What follows belongs to an exercise in optimizing a design on an open flow for small area, a short achievable clock period and few clock cycles per item; a production flow would make more cautious choices.
Only simulation tests tie the RTL to the original design; equivalence was not proved.

## run 1
## math_expression_tokenizer
module math_expression_tokenizer #(
	parameter int MANTISSA_BITS = 48,
	parameter int DEPTH_BITS = 8
) (
	input  logic clk,
	input  logic arst_n,
	input  logic chars_valid,
	output logic chars_ready,
	input  logic [7:0] chars_character,
	output logic tokens_valid,
	input  logic tokens_ready,
	output logic [4:0] tokens_token_kind,
	output logic [47:0] tokens_number_mantissa,
	output logic [3:0] tokens_fraction_digits,
	output logic [1:0] tokens_status,
	output logic tokens_last,
	input  logic cfg_valid,
	output logic cfg_ready,
	input  logic cfg_comma_decimal_mark
);
For scale: roughly 110 flip-flops, ~77 I/O pins.
make LEC_CHECK=0 ABC_CLOCK_PERIOD_IN_PS=2800 CAP_MARGIN=20 CORE_MARGIN=2 CORE_UTILIZATION=40 SETUP_SLACK_MARGIN=2.5 SLEW_MARGIN=20 finish   # period 5.3 ns
run.sh (not shown) runs the stock make flow with config.mk's settings and CLKGATE_MAP_FILE= SYNTH_SCRIPT=/design/flow/synth_recipe.tcl, a recipe that flattens the netlist after the stock synthesis.
Testbench counts of run 1, summed over its fixed seeds: cycles 45,710, chars 45,683.
## Diff of input files: run 2 against run 1
# run 1
export LEC_CHECK = 0
export ABC_CLOCK_PERIOD_IN_PS = 2800
export CAP_MARGIN = 20
export CORE_MARGIN = 2
export CORE_UTILIZATION = 40
export SETUP_SLACK_MARGIN = 2.5
export SLEW_MARGIN = 20
create_clock -name core_clock -period 5.3 [get_ports {clk}]
# run 2
export LEC_CHECK = 0
export ABC_AREA = 1
export CAP_MARGIN = 20
export CORE_MARGIN = 2
export CORE_UTILIZATION = 40
export SLEW_MARGIN = 20
create_clock -name core_clock -period 5.3 [get_ports {clk}]
Notes after the runs:
- Summary of run 2 over run 1: final critical-path share of the clock period now larger; critical path depth up 2; routed wire length saw an increase.
- The final layout from run 2, which completed every stage, passed the timing, design-rule and antenna checks at the end of the flow.
- Count of cells resized by post-cts repair in run 2 is 279 below run 1.
- Worst hold slack delta (run 2 − run 1): unfavourable
For run 3, these inputs were changed with respect to run 2:
# run 2
export LEC_CHECK = 0
export ABC_AREA = 1
export CAP_MARGIN = 20
export CORE_MARGIN = 2
export CORE_UTILIZATION = 40
export SLEW_MARGIN = 20
create_clock -name core_clock -period 5.3 [get_ports {clk}]
# run 3
export LEC_CHECK = 0
export CAP_MARGIN = 20
export CORE_MARGIN = 2
export CORE_UTILIZATION = 40
export SLEW_MARGIN = 20
create_clock -name core_clock -period 5.3 [get_ports {clk}]
Findings:
Run 3 reached the end of the flow, and the finished layout is clean on the timing, design-rule and antenna checks. Re compound-gate portion of the synthesized area: run 2 was lower than run 3. Comparing run 3 and run 2, the lower multi-input logic area was measured on run 3. Taking run 2 as the reference point, the synthesized cell count of run 3 falls by 834. In run 3, the fraction of met2 tracks used by global routing came out 3.2 points below the value in run 2. Maximum single-stage delay on the critical path ended up 0.17 ns lower on run 3 than on run 2. Instance count after placement with tap cells included shrinks by more than a quarter when moving from run 2 to run 3. On time the final worst path needs with I/O delays and setup, run 2 beats run 3.
## Diff of input files: run 4 against run 3
# run 3
export LEC_CHECK = 0
export CAP_MARGIN = 20
export CORE_MARGIN = 2
export CORE_UTILIZATION = 40
export SLEW_MARGIN = 20
create_clock -name core_clock -period 5.3 [get_ports {clk}]
# run 4
export LEC_CHECK = 0
export ABC_AREA = 1
export CAP_MARGIN = 20
export CORE_MARGIN = 2
export CORE_UTILIZATION = 40
export SETUP_SLACK_MARGIN = 1.5
export SLEW_MARGIN = 20
create_clock -name core_clock -period 5.3 [get_ports {clk}]
## What came out
In the tables for run 3 and run 4, area share of xor/xnor cells in the synthesized design reads lower with run 4.
[compare] base=run 3 new=run 4: via count normalized by instance count went down by 0.68, relative area change from synthesis to final layout went down by 1.9 points.
The dominant combinational cell family by area after synthesis comes out compound AO/OA/AOI/OAI gates in one run and simple AND/OR/NAND/NOR gates in the other, namely in run 3 and run 4 respectively.
Status: flip-flop and latch count after synthesis parity (run 3, run 4)
Cell type of the slowest stage on the worst timing path: sky130_fd_sc_hd__edfxtp_1 -> run 4, sky130_fd_sc_hd__a21oi_2 -> run 3

==> afterwards: timing with drivers on the ports <==
Ports are ideal in the flow. The routed layouts listed here were re-timed in OpenROAD. Step 1 assumes that a clkbuf_16 drives the clock port and a buf_2 every other input. Step 2, shift: input delay + t, output delay - t, t = (earliest + latest rising clock arrival at the registers) / 2. This alone moves slack from input paths to output paths. Slacks: no drivers / after step 1 / after step 2; pairs: no drivers / after step 1.
| run | t (ns) | slack for setup (ns) | worst data-port slew with drivers (ns) |
|---|---|---|---|
| run 1 | 0.416 | 1.822 / 1.822 / 1.822 | 0.03 |
| run 2 | 0.407 | 1.267 / 1.267 / 1.200 | 0.04 |
| run 3 | 0.418 | 0.836 / 0.836 / 0.836 | 0.03 |
| run 4 | 0.409 | 1.775 / 1.775 / 1.403 | 0.04 |
After both steps setup and hold are still met in every run listed. For run 4, which loses most, drivers alone change the setup slack by 0.000 ns; drivers and shift together by -0.372 ns.
